This is an optimization exercise on Yosys and OpenROAD, whose aim is small area, a short achievable clock period and few clock cycles per item, not a production implementation. No functional check of the RTL was part of any run shown here. No activity file was given, so power comes from the tool's default toggle rates.

===== flow/config.mk =====
export PLATFORM = sky130hd
export DESIGN_NAME = line_mem_engine
export DESIGN_NICKNAME = line_mem_engine
export VERILOG_FILES = /design/flow/design.v
export SDC_FILE = /design/flow/constraint.sdc
export NUM_CORES = 4
export LEC_CHECK = 0
export ABC_AREA = 1
export CAP_MARGIN = 20
export CORE_AREA = 6 6 414 414
export CTS_CLUSTER_DIAMETER = 100
export CTS_CLUSTER_SIZE = 22
export DIE_AREA = 0 0 420 420
export SETUP_SLACK_MARGIN = 3
export SLEW_MARGIN = 20

===== flow/constraint.sdc =====
create_clock -name core_clock -period 5.5 [get_ports {clk}]
set_input_delay 1.1000 -clock core_clock [delete_from_list [all_inputs] [get_ports {clk}]]
set_output_delay 1.1000 -clock core_clock [all_outputs]
set_load 0.01 [all_outputs]

===== flow/design.v =====
module line_mem_engine #(
    parameter int WORDS_PER_LINE = 16,
    parameter int LINE_BITS      = 32 * WORDS_PER_LINE
) (
    input  logic                 clk,
    input  logic                 rst,
    input  logic                 req_valid,
    output logic                 req_ready,
    input  logic                 req_wr,
    input  logic [31:0]          req_addr,
    input  logic [LINE_BITS-1:0] req_wdata,
    output logic                 resp_valid,
    output logic [LINE_BITS-1:0] resp_rdata,
    output logic                 mem_valid,
    input  logic                 mem_ready,
    output logic                 mem_we,
    output logic [31:0]          mem_addr,
    output logic [31:0]          mem_wdata,
    input  logic                 mem_rvalid,
    input  logic [31:0]          mem_rdata,
    output logic                 err
);
    localparam int BUF_BITS = LINE_BITS - 32;
    logic        rdy_q;      
    logic        busy_q;     
    logic        val_q;      
    logic        resp_q;
    logic        err_q;
    logic        pend_q;     
    logic [3:0]  cnt_q;      
    logic [4:0]  out_q;      
    logic        rdok_q;     
    logic        bld_q, bsh_q, bhd_q;
    logic        m_free_q;   
    logic        m_wacc_q;   
    logic        m_wlast_q;  
    logic        m_wb0_q;    
    logic        m_wb1_q;    
    logic        we_q;
    logic [25:0] base_q;
    logic [31:0]         wd_q;
    logic [31:0]         rd_q;
    logic [BUF_BITS-1:0] buf_q;
    logic xfer, rd_ok, beat, idle, last_cmd, wfin, last_beat, fin;
    logic rdy_n, val_n, we_n, pend_n, wcmd_n;
    logic [4:0] out_n;
    logic [3:0] cnt_n;
    assign xfer      = val_q & mem_ready;
    assign rd_ok     = rdok_q;
    assign beat      = mem_rvalid & rd_ok;
    assign idle      = rdy_q & ~val_q;
    assign last_cmd  = (cnt_q == 4'd15);
    assign wfin      = xfer & we_q & last_cmd;
    assign last_beat = beat & ~val_q & (out_q == 5'd1);
    assign fin       = wfin | last_beat;
    assign rdy_n  = fin | (rdy_q & ~req_valid);
    assign val_n  = (fin & req_valid) | (idle & req_valid) | (val_q & ~(xfer & last_cmd));
    assign we_n   = (idle | fin) ? req_wr : we_q;
    assign cnt_n  = cnt_q + {3'd0, xfer};
    assign pend_n = we_q ? xfer : beat;
    assign wcmd_n = val_n & we_n;
    always_comb begin
        out_n = out_q;
        if (xfer && !we_q && !beat)
            out_n = out_q + 5'd1;
        else if (!(xfer && !we_q) && beat)
            out_n = out_q - 5'd1;
    end
    always_ff @(posedge clk or negedge rst) begin
        if (!rst) begin
            rdy_q     <= 1'b1;
            busy_q    <= 1'b0;
            val_q     <= 1'b0;
            resp_q    <= 1'b0;
            err_q     <= 1'b0;
            pend_q    <= 1'b0;
            cnt_q     <= 4'd0;
            out_q     <= 5'd0;
            rdok_q    <= 1'b0;
            bld_q     <= 1'b1;
            bsh_q     <= 1'b0;
            bhd_q     <= 1'b0;
            m_free_q  <= 1'b1;
            m_wacc_q  <= 1'b0;
            m_wlast_q <= 1'b0;
            m_wb0_q   <= 1'b0;
            m_wb1_q   <= 1'b0;
        end else begin
            rdy_q     <= rdy_n;
            busy_q    <= ~rdy_n;
            val_q     <= val_n;
            resp_q    <= fin;
            cnt_q     <= cnt_n;
            out_q     <= out_n;
            rdok_q    <= (out_n != 5'd0);
            if (mem_rvalid && !rd_ok) err_q <= 1'b1;
            pend_q    <= pend_n;
            bld_q     <= rdy_n;
            bsh_q     <= ~rdy_n & pend_n;
            bhd_q     <= ~rdy_n & ~pend_n;
            m_free_q  <= ~wcmd_n;
            m_wacc_q  <= wcmd_n & rdy_n;
            m_wlast_q <= wcmd_n & ~rdy_n & (cnt_n == 4'd15);
            m_wb0_q   <= wcmd_n & ~rdy_n & (cnt_n != 4'd15) & ~pend_n;
            m_wb1_q   <= wcmd_n & ~rdy_n & (cnt_n != 4'd15) & pend_n;
        end
    end
    always_ff @(posedge clk) begin
        if (idle || fin) begin
            we_q   <= req_wr;
            base_q <= req_addr[31:6];
        end
    end
    logic s_w0, s_w1, s_b0, s_b1, s_hd;
    assign s_w0 = m_free_q | (m_wlast_q & mem_ready);
    assign s_w1 = m_wacc_q & mem_ready;
    assign s_b0 = m_wb0_q & mem_ready;
    assign s_b1 = m_wb1_q & mem_ready;
    assign s_hd = ~m_free_q & ~mem_ready;
    always_ff @(posedge clk) begin
        wd_q <= ({32{s_w0}} & req_wdata[31:0])
              | ({32{s_w1}} & req_wdata[63:32])
              | ({32{s_b0}} & buf_q[31:0])
              | ({32{s_b1}} & buf_q[63:32])
              | ({32{s_hd}} & wd_q);
    end
    always_ff @(posedge clk) begin
        rd_q <= mem_rdata;
    end
    always_ff @(posedge clk) begin
        buf_q <= ({BUF_BITS{bld_q}} & req_wdata[LINE_BITS-1:32])
               | ({BUF_BITS{bsh_q}} & {rd_q, buf_q[BUF_BITS-1:32]})
               | ({BUF_BITS{bhd_q}} & buf_q);
    end
    assign req_ready  = ~busy_q;
    assign resp_valid = resp_q;
    assign resp_rdata = {rd_q, buf_q};
    assign mem_valid  = val_q;
    assign mem_we     = we_q;
    assign mem_addr   = {base_q, cnt_q, 2'b00};
    assign mem_wdata  = wd_q;
    assign err        = err_q;
endmodule

===== flow/flow/run.sh =====
#!/bin/bash
# Standard ORFS layout with two changes: the smallest buffer on every input
# and output port instead of the default port-buffer cell, and a pin plan
# (flow/io.tcl) applied before the standard pin placement.
set -euo pipefail
export BUFFER_PORTS_ARGS="-buffer_cell sky130_fd_sc_hd__buf_1"
export PRE_IO_PLACEMENT_TCL="$(pwd)/flow/io.tcl"
bash standard.sh > standard_flow.log 2>&1

===== flow/flow/io.tcl =====
# Pin plan. The memory-port pins, the control pins, word 0 of req_wdata and
# word 15 of resp_rdata sit together in the middle of the bottom edge, next
# to the logic that answers mem_ready and mem_rvalid within the cycle. The
# rest of each of the 32 bit columns of the line buffer gets its pins side
# by side in shift order (word 15 down to word 1 of req_wdata, paired with
# the resp_rdata bit of the buffer word it loads), two columns on the
# bottom edge and ten on each of the others.
set ctl {req_valid req_ready req_wr resp_valid mem_valid mem_ready mem_we mem_rvalid err rst clk}
for {set b 6} {$b < 32} {incr b} { lappend ctl "req_addr\[$b\]" }
for {set b 0} {$b < 32} {incr b} { lappend ctl "mem_addr\[$b\]" }
set half [expr {[llength $ctl] / 2}]
set mid {}
for {set c 0} {$c < 16} {incr c} {
  set k [expr {480 + $c}]
  lappend mid "mem_rdata\[$c\]" "resp_rdata\[$k\]" "req_wdata\[$c\]" "mem_wdata\[$c\]"
}
set mid [concat $mid $ctl]
for {set c 16} {$c < 32} {incr c} {
  set k [expr {480 + $c}]
  lappend mid "mem_rdata\[$c\]" "resp_rdata\[$k\]" "req_wdata\[$c\]" "mem_wdata\[$c\]"
}
set_io_pin_constraint -pin_names $mid -region bottom:* -group -order

proc column_pins {c} {
  set pins {}
  for {set m 14} {$m >= 0} {incr m -1} {
    set k [expr {32 * ($m + 1) + $c}]
    set r [expr {32 * $m + $c}]
    lappend pins "req_wdata\[$k\]" "resp_rdata\[$r\]"
  }
  return $pins
}
set sides {bottom right top left}
set first {0 2 12 22}
set count {2 10 10 10}
for {set s 0} {$s < 4} {incr s} {
  set pins {}
  for {set i 0} {$i < [lindex $count $s]} {incr i} {
    set pins [concat $pins [column_pins [expr {[lindex $first $s] + $i}]]]
  }
  set_io_pin_constraint -pin_names $pins -region [lindex $sides $s]:* -group -order
}

===== flow/standard.sh =====
#!/bin/bash
# synth_recipe.tcl (not shown) runs the flow's synth.tcl, then flattens the netlist and writes it again
# the make line also repeats each setting of config.mk as NAME=value (left out here)
make -C /OpenROAD-flow-scripts/flow DESIGN_CONFIG=/design/flow/config.mk WORK_HOME=/design/flow/orfs CLKGATE_MAP_FILE= SYNTH_SCRIPT=/design/flow/synth_recipe.tcl "${@:-finish}"

==> impl_metrics.py, run 1 <==
metrics = {
    "setup_path": {
        "critPathSlowestCell": "dfxtp_1",
        "start_kind": "flip-flop",
        "arrival_ns": 1.33,
        "crit_required_ns": 4.40,
        "path_delay_family": "flip-flops",
        "path_cells": "buf_1",
        "critPathKind": "flip-flop to output port",
        "path_buf_inv": 1,
        "crit_start": "rd_q[29]$_DFF_P_",
        "endpoint_kind": "output port",
        "r2r_start": "bld_q$_DFF_PN1_",
        "r2r_cells": 3,
        "critPathMaxFanout": 2,
        "endpoint": "resp_rdata[509]",
        "critPathMaxStageDelay_ns": 0.54,
        "r2r_end": "buf_q[396]$_DFF_P_",
        "reg2reg_slack_ns": 3.26,
        "cp.depth": 1,
    },
    "route": {
        "drt_wl_total_um": 114100,
        "avgRoutedWirePerCell_um": 18.42,
        "vias": 23150,
        "drtIter0Drc": 1242,
        "drc_errors": 0,
        "postRouteAntennaNets": 0,
        "drt_first_pass_iters": 5,
        "avgViaCountPerCell": 3.738,
    },
    "power": {
        "p_int_mw": 8.909,
        "p_switching_mw": 6.495,
        "power_frac_clock": 0.185,
        "vdd_ir_drop_max_uv": 304.0,
        "pwr_density_cell_nw_per_um2": 513.2,
        "p_sw_frac": 0.4217,
        "pwr-share-comb": 0.348,
        "power_frac_seq": 0.467,
        "power_leakage_nw": 11.60,
    },
    "layout": {
        "final_common_cell": "nand2_1",
        "nNetsFinal": 4576,
        "finalCoreUtilization": 0.1817,
        "final_cell_mix": "nand2_1, buf_1, dfxtp_1",
        "n_fill_cell": 18780,
        "layout-drive-gt1-share": 0.03875,
        "syn_to_final_growth_pct": 35.98,
    },
    "yosys": {
        "synth_top_cell_area_share": 0.4934,
        "synth_cells": 2950,
        "synth.avg_cell_area_um2": 7.483,
        "synth_area_um2": 22070,
        "synth-seq-cells": 593,
        "ys_seq_area_frac": 0.5552,
        "yosys-top-cells-area": "dfxtp_1, nand2_1, nand3_1",
        "ys_types": 28,
        "yosysTopAreaCell": "dfxtp_1",
        "ys.warnings.count": 1,
    },
    "clock_network": {
        "clock_sinks": 593,
        "numCtsBuffers": 35,
        "clk_transition_reported_paths_ns": 0.09,
        "insertion_delay_ns": 0.61,
        "cts_buffer_depth": 3,
        "ctsHoldBuffers": 0,
        "clk_root_buffer_cell": "clkbuf_16",
        "cts_tree": "done",
        "cts-htree-levels": 2,
    },
    "die": {
        "die_y_um": 420,
        "dieArea_um2": 176400,
        "ios": 1163,
        "core_area_um2": 165200,
        "start_util": 0.1336,
        "row_count": 149,
        "fp.dieW_um": 420,
    },
    "timing": {
        "clock.fmax_ghz": 0.4107,
        "tightest_slew_ns": 1.209,
        "period_needed_ns": 2.435,
        "finalCritPeriodShare": 0.4427,
        "setup_slack_ns": 3.065,
        "slew_viol_final": 0,
        "rsz0062_at_grt": "no",
        "hold_viol": 0,
        "slew_headroom": 0.1938,
        "clock_skew_ns": 0.02927,
        "setup_tns_ns": 0,
        "setup_viol": 0,
    },
    "placement": {
        "dp_hpwl_um": 91700,
        "portBuffers": 1154,
        "gp_congestion": 0.8868,
        "place_ws_ns": 2.310,
    },
    "run": {
        "drv_cap": 0,
    },
    "global_route": {
        "grt_use_total": 0.1178,
        "antenna_found_initial": 34,
        "grt_pass1_vias": 21230,
        "grt_max_degree": 198,
        "grt_pass1_wl_um": 150700,
        "overflow": 0,
    },
    "status": {
        "run_status": "no timing/DRC/antenna violations",
    },
    "worst_hold_path": {
        "hold_class": "input pin to async pin",
    },
}
-- final cells by class --
cell class	instances	area (um^2)	area share
inverter	19	73.82	0.002459
clock inverter	8	115.1	0.003835
clock buffer	40	937.1	0.03122
multi-input combinational	2162	9056	0.3017
antenna	3	7.507	0.0002501
sequential	593	12370	0.4122
timing repair buffer	1178	4713	0.1570
tap	2189	2739	0.09125
-- layer usage --
metal / vias to the layer above / GRT usage / routed length (um)
met4: 2 / 0.02950 / 2877
li1: 11460 / - / -
met1: 10530 / 0.1424 / 46350
met2: 1009 / 0.2118 / 56140
met3: 147 / 0.02623 / 8679
met5: - / 0 / 9
-- how the worst min path moves through the flow --
stage / slack [ns] / start / endpoint
final: 0.45 / rst / resp_q$_DFF_PN0_
after global routing: 0.42 / rst / resp_q$_DFF_PN0_
after CTS: 0.39 / rst / resp_q$_DFF_PN0_
after detailed placement: 0.46 / err_q$_DFFE_PN0P_ / err_q$_DFFE_PN0P_
after global placement: 0.46 / buf_q[206]$_DFF_P_ / buf_q[206]$_DFF_P_
after floorplan: 0.43 / rdok_q$_DFF_PN0_ / err_q$_DFFE_PN0P_
-- registers in the layout (all words and copies together) (netlist names) --
register and cells:
base_q 26, bhd_q 1, bld_q 1, bsh_q 1, buf_q 480, busy_q 1
cnt_q 4, err_q 1, m_free_q 1, m_wacc_q 1, m_wb0_q 1, m_wb1_q 1
m_wlast_q 1, out_q 5, rd_q 32, rdok_q 1, resp_q 1, val_q 1
wd_q 32, we_q 1
-- power by group through the flow --
stage,Combinational [mW],Sequential (mW),Clock [mW]
after floorplan,2.33,7.57,0
after global placement,5.34,7.25,0
after detailed placement,5.43,7.31,0
after CTS,5.49,7.24,3.02
after global routing,6.01,7.43,3.13
final,5.35,7.20,2.86
-- worst reg2reg max path, delay by kind of cell (launching register included) --
kind / cells / cell delay, ns
AND/OR/NAND/NOR: 2 / 0.71
buffers and inverters: 1 / 0.55
flip-flops: 1 / 0.94
-- synthesized netlist by cell type --
cell type     n
nor3_1        1
buf_4         2
nor2_2        2
nand3_1     485
ha_1          5
nand2_2       2
nand3b_1      2
xor2_1        4
buf_2        31
o21bai_1      2
o21ai_0       2
buf_1         7
o21ai_1       2
conb_1        1
dfstp_2       2
a22oi_1      32
inv_2         1
nand4_1      35
nor3_2        1
nand2_1    1567
dfrtp_1      20
clkbuf_1    137
nor2_1       16
dfxtp_1     544
edfxtp_1     27
nand3_2       1
inv_1        18
o211ai_1      1
-- cell families (layout without fill, tap and decap cells) --
logic type | count (synthesis) | after routing | share of synthesized area
compound gates | 39 | 39 | 0.01281
xor+xnor | 4 | 4 | 0.001587
fa+ha+maj | 5 | 5 | 0.002834
buf+inv | 196 | 1245 | 0.03543
flops | 593 | 593 | 0.5552
other cells | 1 | 5 | 0.0001699
simple gates | 2112 | 2112 | 0.3920
-- stage by stage --
stage / instance area [um^2] / cells / hold WS [ns] / power, mW
floorplan: 22080 / 2951 / 0.4277 / 9.898
detailed placement: 28740 / 6138 / 0.4650 / 12.73
global placement: 28690 / 6136 / 0.4609 / 12.59
CTS: 29970 / 6187 / 0.3882 / 15.75
finish: 30020 / 6192 / 0.4517 / 15.40
global route: 30010 / 6190 / 0.4173 / 16.57
-- what timing repair did --
action                     4_1_cts  5_1_grt
pin swaps                        1        0
cloned                           0        0
gates resized for setup        132        6
setup buffers                    1        2
setup endpoints to repair       70       34
==> run 2: changes to the inputs <==
--- a/flow/config.mk
+++ b/flow/config.mk
@@ -11,5 +11,5 @@
 export CTS_CLUSTER_DIAMETER = 100
 export CTS_CLUSTER_SIZE = 22
 export DIE_AREA = 0 0 420 420
-export SETUP_SLACK_MARGIN = 3
+export SETUP_SLACK_MARGIN = 3.2
 export SLEW_MARGIN = 20
==> impl_metrics.py, run 2 <==
metrics = {
    "setup_path": {
        "path_buf_inv": 1,
        "critPathMaxStageDelay_ns": 0.43,
        "critPathSlowestCell": "dfrtp_1",
        "start_kind": "flip-flop",
        "critPathMaxFanout": 4,
        "arrival_ns": 1.19,
        "crit_required_ns": 4.40,
        "path_cells": "buf_6",
        "endpoint_kind": "output port",
        "critPathKind": "flip-flop to output port",
        "path_delay_family": "flip-flops",
    },
    "layout": {
        "top_register": "buf_q",
        "final_common_cell": "nand2_1",
        "largest_register_ffs": 480,
        "final_design_area_no_fill_um2": 32060,
        "reg_top3": "buf_q: 480 flops, rd_q: 32 flops, wd_q: 32 flops",
        "nNetsFinal": 4632,
        "layout-drive-gt1-share": 0.2584,
        "final_cell_mix": "nand2_1, buf_1, nand3_1",
        "syn_to_final_growth_pct": 45.23,
        "finalCoreUtilization": 0.1941,
    },
    "timing": {
        "setup_viol": 0,
        "period_needed_ns": 2.290,
        "timing.hold.ws_ns": 0.4569,
        "slew_headroom": 0.2121,
        "slew_viol_final": 0,
        "rsz0062_at_grt": "yes",
        "tightest_slew_ns": 1.182,
        "setup_tns_ns": 0,
        "hold_viol": 0,
        "clock_skew_ns": 0.02924,
        "finalCritPeriodShare": 0.4164,
        "clock.fmax_ghz": 0.4366,
    },
    "clock_network": {
        "cts_buffer_depth": 3,
        "insertion_delay_ns": 0.61,
        "numCtsBuffers": 35,
        "cts_tree": "done",
        "ctsHoldBuffers": 0,
        "cts-htree-levels": 2,
        "clk_transition_reported_paths_ns": 0.10,
        "clk_root_buffer_cell": "clkbuf_16",
        "clock_sinks": 593,
    },
    "yosys": {
        "ys_types": 28,
        "synth_area_um2": 22070,
        "synth_edf_count": 27,
        "synth-main-ff-cell": "dfxtp_1",
        "yosysTopAreaCell": "dfxtp_1",
        "yosysMostFrequentCell": "nand2_1",
        "ys.warnings.count": 1,
        "synth-seq-cells": 593,
        "synth_cells": 2950,
        "synth_top_cell_area_share": 0.4934,
        "ys_seq_area_frac": 0.5552,
        "async_flop_share": 0.03710,
        "synthTopCellsByCount": "nand2_1, dfxtp_1, nand3_1",
        "synth.avg_cell_area_um2": 7.483,
        "yosys-top-cells-area": "dfxtp_1, nand2_1, nand3_1",
    },
    "placement": {
        "dp_hpwl_um": 91700,
        "gp_congestion": 0.8868,
        "portBuffers": 1154,
        "dpl_cell_area_um2": 28740,
    },
    "die": {
        "die_y_um": 420,
        "dieArea_um2": 176400,
        "row_count": 149,
        "fp.dieW_um": 420,
        "ios": 1163,
        "start_util": 0.1336,
        "core_area_um2": 165200,
    },
    "power": {
        "pwr_density_cell_nw_per_um2": 510.9,
        "power_leakage_nw": 13.96,
        "vdd_ir_drop_max_uv": 305.1,
    },
    "status": {
        "run_status": "no timing/DRC/antenna violations",
    },
    "route": {
        "drt_first_pass_iters": 5,
        "drtIter0Drc": 1272,
        "postRouteAntennaNets": 0,
        "avgViaCountPerCell": 3.772,
        "drc_errors": 0,
        "drt_wl_total_um": 115700,
        "vias": 23580,
        "avgRoutedWirePerCell_um": 18.51,
    },
    "global_route": {
        "grt_max_degree": 198,
        "grt_use_total": 0.1200,
        "overflow": 0,
        "grt_pass1_vias": 21760,
        "antenna_found_initial": 35,
        "grt_pass1_wl_um": 153600,
    },
    "run": {
        "drv_cap": 0,
    },
    "worst_hold_path": {
        "hold_class": "input pin to async pin",
    },
}
[run 2: cell count changes in the layout (fill, tap and decap cells not counted), sizes merged]
cell    delta
buf        +8
diode      +3
clkbuf    +48
[run 2: routing by layer]
metal / global-route usage / vias up / wire length [um]
met5: 0 / - / 26
met4: 0.02950 / 4 / 2849
met3: 0.02861 / 153 / 8816
met2: 0.2165 / 1022 / 57370
met1: 0.1436 / 10820 / 46680
li1: - / 11580 / -
[run 2: cell type report]
cell class,count,area (um^2)
multi-input cells,2162,9064
clock buffers,40,937.1
clock inverters,8,115.1
diodes,6,15.01
inverters,19,73.82
flip-flops and latches,593,12840
well taps,2189,2739
repair buffers,1234,6272
fillers,18600,133100
[run 2: through the flow]
| step | power, mW | setup WS, ns | std cells |
|---|---|---|---|
| after CTS | 16.61 | 3.082 | 6242 |
| final | 16.38 | 3.210 | 6251 |
| after floorplan | 9.898 | 3.211 | 2951 |
| after global placement | 12.59 | 2.294 | 6136 |
| after global routing | 17.59 | 3.143 | 6246 |
| after detailed placement | 12.73 | 2.310 | 6138 |
[run 2: what timing repair did]
action	4_1_cts	5_1_grt
buffers inserted	56	3
gates resized for setup	958	171
pin swaps	1	0
setup endpoints to repair	618	225
gates cloned	0	0
[run 2: power by group]
group	switching (mW)	internal (mW)	leakage [nW]
clock	1.57	1.29	0.506
combinational	3.75	2.47	8.32
sequential	1.23	6.07	5.14
[run 2: logic make-up after synthesis]
| group | count (synthesis) | share of synthesized area |
|---|---|---|
| AND/OR/NAND/NOR | 2112 | 0.3920 |
| flip-flops | 593 | 0.5552 |
| buffers and inverters | 196 | 0.03543 |
| AO/OA/AOI/OAI | 39 | 0.01281 |
| adder cells (fa/ha/maj) | 5 | 0.002834 |
| XOR/XNOR | 4 | 0.001587 |
| other | 1 | 0.0001699 |
[run 2: final timing paths]
path,start,end,slack [ns],cells past startpoint
max in group asynchronous,rst,m_free_q$_DFF_PN1_,4.75,2
max,val_q$_DFF_PN0_,mem_valid,3.21,1
min reg2reg,buf_q[301]$_DFF_P_,buf_q[269]$_DFF_P_,0.47,2
min in group core_clock,buf_q[301]$_DFF_P_,buf_q[269]$_DFF_P_,0.47,2
max reg2reg,bld_q$_DFF_PN1_,buf_q[396]$_DFF_P_,3.32,3
min,rst,err_q$_DFFE_PN0P_,0.46,2
==> run 3: changes to the inputs <==
--- a/flow/config.mk
+++ b/flow/config.mk
@@ -11,5 +11,5 @@
 export CTS_CLUSTER_DIAMETER = 100
 export CTS_CLUSTER_SIZE = 22
 export DIE_AREA = 0 0 420 420
-export SETUP_SLACK_MARGIN = 3.2
+export SETUP_SLACK_MARGIN = 3.1
 export SLEW_MARGIN = 20
==> impl_metrics.py, run 3 <==
metrics = {
    "setup_path": {
        "r2r_start": "bld_q$_DFF_PN1_",
        "path_delay_family": "flip-flops",
        "path_buf_inv": 1,
        "reg2reg_slack_ns": 3.25,
        "endpoint_kind": "output port",
        "r2r_end": "buf_q[461]$_DFF_P_",
        "critPathKind": "flip-flop to output port",
        "r2r_cells": 3,
        "critPathSlowestCell": "dfxtp_2",
        "critPathMaxStageDelay_ns": 0.45,
        "endpoint": "resp_rdata[511]",
        "start_kind": "flip-flop",
        "cp.depth": 1,
        "crit_start": "rd_q[31]$_DFF_P_",
        "critPathMaxFanout": 2,
        "arrival_ns": 1.23,
        "path_cells": "buf_1",
        "crit_required_ns": 4.40,
    },
    "route": {
        "drc_errors": 0,
        "drtIter0Drc": 1368,
        "avgRoutedWirePerCell_um": 18.39,
        "drt_first_pass_iters": 4,
        "drt_wl_total_um": 114300,
        "vias": 23370,
        "postRouteAntennaNets": 0,
        "avgViaCountPerCell": 3.758,
    },
    "layout": {
        "top_register": "buf_q",
        "largest_register_ffs": 480,
        "nNetsFinal": 4600,
        "final_common_cell": "nand2_1",
        "syn_to_final_growth_pct": 37.56,
        "reg_top3": "buf_q: 480 flops, rd_q: 32 flops, wd_q: 32 flops",
        "finalCoreUtilization": 0.1838,
        "layout-drive-gt1-share": 0.05417,
        "n_fill_cell": 18770,
        "final_cell_mix": "nand2_1, buf_1, dfxtp_1",
    },
    "global_route": {
        "overflow": 0,
        "grt_pass1_wl_um": 151100,
        "grt_pass1_vias": 21350,
        "grt_max_degree": 198,
        "antenna_found_initial": 37,
        "grt_use_total": 0.1180,
    },
    "yosys": {
        "ys_types": 28,
        "synth_top_family_by_area": "simple AND/OR/NAND/NOR gates",
        "synth_xor_xnor_area_share": 0.001587,
        "synth-seq-cells": 593,
        "synth_compound_area_frac": 0.01281,
        "synth_top_cell_area_share": 0.4934,
        "synth_edf_count": 27,
        "synthSimpleGateAreaFrac": 0.3920,
        "synth-main-ff-cell": "dfxtp_1",
        "synth.avg_cell_area_um2": 7.483,
        "synth_area_um2": 22070,
        "muxShareOfSynthArea": 0,
        "async_flop_share": 0.03710,
        "synthTopCellsByCount": "nand2_1, dfxtp_1, nand3_1",
        "yosysMostFrequentCell": "nand2_1",
        "ys.warnings.count": 1,
        "ys_seq_area_frac": 0.5552,
        "synth_adder_area_share": 0.002834,
        "synth_cells": 2950,
        "yosys-top-cells-area": "dfxtp_1, nand2_1, nand3_1",
        "yosysTopAreaCell": "dfxtp_1",
    },
    "die": {
        "start_util": 0.1336,
        "core_area_um2": 165200,
        "die_y_um": 420,
        "ios": 1163,
        "dieArea_um2": 176400,
        "row_count": 149,
        "fp.dieW_um": 420,
    },
    "timing": {
        "clock_skew_ns": 0.03138,
        "setup_tns_ns": 0,
        "finalCritPeriodShare": 0.4231,
        "setup_slack_ns": 3.173,
        "period_needed_ns": 2.327,
        "rsz0062_at_grt": "no",
        "clock.fmax_ghz": 0.4297,
        "slew_headroom": 0.1703,
        "hold_viol": 0,
        "slew_viol_final": 0,
        "setup_viol": 0,
        "tightest_slew_ns": 1.245,
    },
    "power": {
        "power_leakage_nw": 11.86,
        "vdd_ir_drop_max_uv": 304.1,
        "total_power_mw": 15.49,
        "pwr_density_cell_nw_per_um2": 510.2,
    },
    "clock_network": {
        "cts_tree": "done",
        "clock_sinks": 593,
        "clk_transition_reported_paths_ns": 0.10,
        "cts-htree-levels": 2,
        "numCtsBuffers": 35,
        "ctsHoldBuffers": 0,
        "clk_root_buffer_cell": "clkbuf_16",
        "cts_buffer_depth": 3,
        "insertion_delay_ns": 0.61,
    },
    "placement": {
        "place_ws_ns": 2.310,
        "gp_congestion": 0.8868,
        "portBuffers": 1154,
        "dp_hpwl_um": 91700,
    },
    "status": {
        "run_status": "no timing/DRC/antenna violations",
    },
    "run": {
        "drv_cap": 0,
    },
    "worst_hold_path": {
        "hold_class": "input pin to async pin",
    },
}
## run 3: final cells by class
cell class	count	area (um^2)	share of cell area
Timing Repair Buffer	1202	5015	0.1652
Tap cell	2189	2739	0.09020
Sequential cell	593	12420	0.4089
Inverter	19	73.82	0.002431
Multi-Input combinational cell	2162	9056	0.2983
Antenna cell	5	12.51	0.0004121
Clock buffer	40	937.1	0.03086
Clock inverter	8	115.1	0.003791
## run 3: worst min path at each step
stage          slack (ns)                 end          startpoint
6_report             0.46  out_q[3]$_DFF_PN0_                 rst
2_1_floorplan        0.43   err_q$_DFFE_PN0P_    rdok_q$_DFF_PN0_
3_3_place_gp         0.46  buf_q[206]$_DFF_P_  buf_q[206]$_DFF_P_
4_1_cts              0.39    resp_q$_DFF_PN0_                 rst
5_1_grt              0.42    resp_q$_DFF_PN0_                 rst
3_5_place_dp         0.46   err_q$_DFFE_PN0P_   err_q$_DFFE_PN0P_
## run 3: cells by family (layout without fill, tap and decap cells)
| logic type | after synthesis | after routing |
|---|---|---|
| xor+xnor | 4 | 4 |
| fa+ha+maj | 5 | 5 |
| compound gates | 39 | 39 |
| other cells | 1 | 7 |
| buf+inv | 196 | 1269 |
| simple gates | 2112 | 2112 |
| flops | 593 | 593 |
## run 3: repair_timing
action / in CTS / in global routing
buffers inserted: 25 / 2
pin swaps: 1 / 0
gates resized for setup: 206 / 12
setup endpoints to repair: 101 / 148
## run 3: routing by layer
layer,vias to the layer above,routed length [um],global-route usage
li1,11510,-,-
met1,10680,46590,0.1428
met2,1031,55990,0.2129
met3,151,8605,0.02549
met4,0,3155,0.02881
met5,-,0,0
## run 3: through the flow
| step | std cells | hold WS, ns | area, um^2 |
|---|---|---|---|
| after global placement | 6136 | 0.4609 | 28690 |
| after detailed placement | 6138 | 0.4650 | 28740 |
| after floorplan | 2951 | 0.4277 | 22080 |
| final | 6218 | 0.4575 | 30360 |
| after CTS | 6211 | 0.3882 | 30290 |
| after global routing | 6214 | 0.4190 | 30350 |
## run 3: power breakdown
| part | leakage [nW] | total (mW) | internal [mW] | switching (mW) |
|---|---|---|---|---|
| clock network | 0.506 | 2.85 | 1.29 | 1.56 |
| logic | 6.31 | 5.50 | 1.84 | 3.66 |
| registers | 5.05 | 7.14 | 5.88 | 1.26 |

-- afterwards: timing with drivers on the ports --
The results above use ideal ports. As a check the final layouts listed here were re-extracted and re-timed, cells and wires unchanged.
Step 1 assumes that a clkbuf_16 drives the clock port and a buf_2 every other input.
Step 2 times the ports against the registers' clock, not the clock port: input delays grow and output delays shrink by t, the midpoint of the rising clock arrivals with the driver on.
a / b / c = ideal / step 1 / step 2; a / b = the first two.
run | t (ns) | setup slack, ns | worst setup path after step 2 | clock arrival spread, ns | pins driven straight from the clock port
run 1 | 0.663 | 3.065 / 3.002 / 2.662 | input to register | 0.032 / 0.033 | 1
run 2 | 0.663 | 3.210 / 3.143 / 2.731 | input to register | 0.032 / 0.032 | 1
run 3 | 0.661 | 3.173 / 3.111 / 2.591 | input to register | 0.035 / 0.035 | 1
After both steps setup and hold are still met in every run listed. For run 3, which loses most, drivers alone change the setup slack by -0.062 ns; drivers and shift together by -0.582 ns.
